This design comes from an exercise in tuning for small area, a short achievable clock period and few clock cycles per item on the open sky130 flow, not from production work.
The RTL was checked by simulation tests, not by an equivalence proof against the original design.
Power and IR drop assume default switching activity.

Design two_class_ticket_queue_weighted_server, start of the top module:
module two_class_ticket_queue_weighted_server #(
	parameter int QUEUE_DEPTH = 16
) (
	input  logic                              clk,
	input  logic                              arst_n,
	input  logic                              s_axis_tvalid,
	output logic                              s_axis_tready,
	input  logic [tcq_pkg::TDATA_W-1:0]       s_axis_tdata,
	input  logic [tcq_pkg::KIND_W-1:0]        s_axis_tuser,
	output logic                              m_axis_tvalid,
	input  logic                              m_axis_tready,
	output logic [tcq_pkg::TDATA_W-1:0]       m_axis_tdata,
	output logic [tcq_pkg::OUSER_W-1:0]       m_axis_tuser,
	input  logic                              cfg_we,
	input  logic [tcq_pkg::RUN_W-1:0]         cfg_data
);
Size: ~3,200 cells after synthesis, about 47,000 um2 of cells after synthesis.
Settings: LEC_CHECK=0, ABC_CLOCK_PERIOD_IN_PS=2500, CAP_MARGIN=20, CORE_MARGIN=2, CORE_UTILIZATION=50, SETUP_SLACK_MARGIN=2.5, SLEW_MARGIN=20; clock period 5.0 ns.
run.sh (not shown) runs the stock make flow with config.mk's settings and CLKGATE_MAP_FILE= SYNTH_SCRIPT=/design/flow/synth_recipe.tcl, a recipe that flattens the netlist after the stock synthesis.
The baseline passed the timing, DRC and antenna checks.
Testbench counts at the start, summed over its fixed seeds: cycles 4,824, ops 4,800.
Next try:
- CTS_CLUSTER_DIAMETER: not set -> 90
- CTS_CLUSTER_SIZE: not set -> 28
Worst hold slack gains 22 ps. Clock power is lower by 38%. Global-route usage goes down by 0.51 points. Clock skew came out higher by 16 ps. Cell area fell by 3.5%. Critical path depth shrinks by 1. Wire length is lower by 0.98%. First-iteration DRC count came out higher by 3.3%. Core utilization falls by 2.1 points. Die area is unchanged. Worst setup slack gets better by 26 ps.
Next try:
- CTS_CLUSTER_DIAMETER: 90 -> 85
- CTS_CLUSTER_SIZE: 28 -> 26
After rerunning: The new run finished clean. Routed wire length hardly moves. Register-to-register slack is worse by 40 ps. Setup slack gains 18 ps. Clock-buffer cell count grows by 5. Critical path depth stays the same.
Next try:
- CORE_UTILIZATION: 50 -> 56
- CTS_CLUSTER_DIAMETER: 85 -> 70
- CTS_CLUSTER_SIZE: 26 -> 22
What happened:
- The changed run went through all stages and came out clean
- hold slack gets worse by 66 ps
- synthesized area is unchanged
- total power rose by 0.74%

* * *

two_class_ticket_queue_weighted_server, a different RTL version from the one above (not shown whole).
Size in the first run: about 2,900 cells after synthesis, roughly 1,000 flip-flops, ~81 I/O pins.
clock: 5.0 ns
lec_check: 0
abc_clock_period_in_ps: 2500
cap_margin: 20
core_margin: 2
core_utilization: 50
setup_slack_margin: 2.0
slew_margin: 20
Testbench counts at the start, summed over its fixed seeds: cycles 4,824, ops 4,800.
Then changed:
--- a/flow/config.mk
+++ b/flow/config.mk
@@ -8 +7,0 @@
-export ABC_CLOCK_PERIOD_IN_PS = 2500
@@ -11,2 +10 @@
-export CORE_UTILIZATION = 50
-export SETUP_SLACK_MARGIN = 2.0
+export CORE_UTILIZATION = 40
Effect: The new run went through all stages and came out clean; clock skew goes up by 3.9 ps; setup slack is worse by 620 ps; total power goes up by 2.3%; utilization goes down by 11 points; sequential share of layout area goes down by 0.48 points.

* * *

Another version of the RTL of two_class_ticket_queue_weighted_server (not shown whole).
Size: ~3400 cells after synthesis, roughly 81 I/O pins, ~48000 µm² of cells after synthesis.
// two_class_ticket_queue_weighted_server
module two_class_ticket_queue_weighted_server #(
	parameter int QUEUE_DEPTH = 16
) (
	input  logic                              clk,
	input  logic                              arst_n,
	input  logic                              s_axis_tvalid,
	output logic                              s_axis_tready,
	input  logic [tcq_pkg::TDATA_W-1:0]       s_axis_tdata,
	input  logic [tcq_pkg::KIND_W-1:0]        s_axis_tuser,
	output logic                              m_axis_tvalid,
	input  logic                              m_axis_tready,
	output logic [tcq_pkg::TDATA_W-1:0]       m_axis_tdata,
	output logic [tcq_pkg::OUSER_W-1:0]       m_axis_tuser,
	input  logic                              cfg_we,
	input  logic [tcq_pkg::RUN_W-1:0]         cfg_data
);
==> flow/config.mk <==
export PLATFORM = sky130hd
export DESIGN_NAME = two_class_ticket_queue_weighted_server
export DESIGN_NICKNAME = two_class_ticket_queue_weighted_server
export VERILOG_FILES = /design/flow/design.v
export SDC_FILE = /design/flow/constraint.sdc
export NUM_CORES = 4
export LEC_CHECK = 0
export ABC_CLOCK_PERIOD_IN_PS = 2500
export CAP_MARGIN = 20
export CORE_MARGIN = 2
export CORE_UTILIZATION = 50
export SETUP_SLACK_MARGIN = 2.7
export SLEW_MARGIN = 20
==> flow/constraint.sdc <==
create_clock -name core_clock -period 5.0 [get_ports {clk}]
set_input_delay 1.0000 -clock core_clock [delete_from_list [all_inputs] [get_ports {clk}]]
set_output_delay 1.0000 -clock core_clock [all_outputs]
set_load 0.01 [all_outputs]
The first run completed with no timing, DRC or antenna violations.
Testbench counts at the start, summed over its fixed seeds: cycles 4,824, ops 4,800.
Rerun with:
PLACE_DENSITY = 0.75   (was not set)
SETUP_SLACK_MARGIN = 2.5   (was 2.7)
Outcome: Design area came out lower by 7.8%. Setup slack gets better by 0.14 ns. Core utilization falls by 5.0 points. Total power falls by 11%. Routed wire length falls by 14%. Die area stays the same. Final cell count shrinks by 4.7%. Via count came out lower by 6.5%. Non-clock buffer count shrinks by 218.
Rerun with:
CTS_CLUSTER_DIAMETER = 70   (was not set)
CTS_CLUSTER_SIZE = 22   (was not set)
PLACE_DENSITY = not set   (was 0.75)
After rerunning: The changed run went through all stages and came out clean; synthesized area is unchanged; non-clock buffer count is lower by 24; global-route usage is lower by 0.20 points.

* * *

blue:
two_class_ticket_queue_weighted_server again, from the RTL that the note above started with.
Settings: LEC_CHECK=0, ABC_CLOCK_PERIOD_IN_PS=1800, CAP_MARGIN=20, CORE_MARGIN=2, CORE_UTILIZATION=50, CTS_CLUSTER_DIAMETER=70, CTS_CLUSTER_SIZE=22, SETUP_SLACK_MARGIN=2.7, SLEW_MARGIN=20, TNS_END_PERCENT=10; clock period 5.0 ns.
Testbench counts of blue, summed over its fixed seeds: cycles 4,824, ops 4,800.
Changes in green relative to blue:
==> flow/config.mk <==
export PLATFORM = sky130hd
export DESIGN_NAME = two_class_ticket_queue_weighted_server
export DESIGN_NICKNAME = two_class_ticket_queue_weighted_server
export VERILOG_FILES = /design/flow/design.v
export SDC_FILE = /design/flow/constraint.sdc
export NUM_CORES = 4
export LEC_CHECK = 0
export ABC_CLOCK_PERIOD_IN_PS = 2500
export CAP_MARGIN = 20
export CORE_MARGIN = 2
export CORE_UTILIZATION = 62
export SETUP_SLACK_MARGIN = 2.5
export SLEW_MARGIN = 20
Results
Row well-tap cell count: green lower / blue higher. Total wire length after detailed routing, green vs blue: down by a little under 10%. Between green and blue, core area is lower for green, blue comes in above that. Going from blue to green, inverter count of the layout excluding clock inverters shows a reduction of about 1.7%, total chip power shows an increase of 0.0014 W, highest ir drop seen on vdd higher. Maximum frequency: green vs blue down about 1.1%. The setup slack of green is lower than that of blue.

* * *

Starting RTL as in the previous note.
clock: 5.0 ns
lec_check: 0
abc_clock_period_in_ps: 2500
cap_margin: 20
core_margin: 2
core_utilization: 50
setup_slack_margin: 2.3
slew_margin: 20
The first run produced a clean layout.
Testbench counts at the start, summed over its fixed seeds: cycles 4,824, ops 4,800.
Next try:
ABC_AREA = 1   (was default)
ABC_CLOCK_PERIOD_IN_PS = default   (was 2500)
SETUP_SLACK_MARGIN = 2.5   (was 2.3)
The changed run finished clean.
Design area grows by 5.1%.
Clock skew grows by 15 ps.
Sequential share of layout area shrinks by 2.9 points.
Worst hold slack gets better by 130 ps.
Count of clock-buffer cells in the layout grows by 5.
First-iteration DRC count shrinks by 44%.
Die area grows by 2.6%.

-- separate check: timing with driven ports --
How much do the figures lean on ideal ports? The routed layouts below were timed once more, with nothing changed but the port constraints. Step 1 sets driving cells, clkbuf_16 on the clock port and buf_2 on the other inputs (assumed; they add their load-dependent delay and slew). Step 2, shift: input delay + t, output delay - t, t = (earliest + latest rising clock arrival at the registers) / 2. This alone moves slack from input paths to output paths. Slacks: ideal / step 1 / step 2; pairs: ideal / step 1.
run	t (ns)	slack for setup (ns)	worst setup path after step 2
the first run of note 1	0.780	2.362 / 2.415 / 1.635	input to register
the second run of note 1	0.738	2.388 / 2.434 / 1.696	input to register
the third run of note 1	0.756	2.406 / 2.432 / 1.693	input to register
the fourth run of note 1	0.760	2.379 / 2.355 / 1.595	input to register
the first run of note 2	0.774	1.838 / 1.838 / 1.131	input to register
the second run of note 2	0.786	1.214 / 1.214 / 0.749	input to register
the first run of note 3	0.826	2.194 / 2.194 / 1.739	input to register
the second run of note 3	0.762	2.333 / 2.343 / 1.580	input to register
the third run of note 3	0.740	2.236 / 2.246 / 1.506	input to register
blue	0.742	2.345 / 2.341 / 1.640	input to register
green	0.760	2.314 / 2.277 / 1.517	input to register
the first run of note 5	0.796	2.153 / 2.184 / 1.388	input to register
the second run of note 5	0.776	2.408 / 2.408 / 1.718	input to register
After both steps setup and hold are still met in every run listed. For green, which loses most, drivers alone change the setup slack by -0.037 ns; drivers and shift together by -0.797 ns.
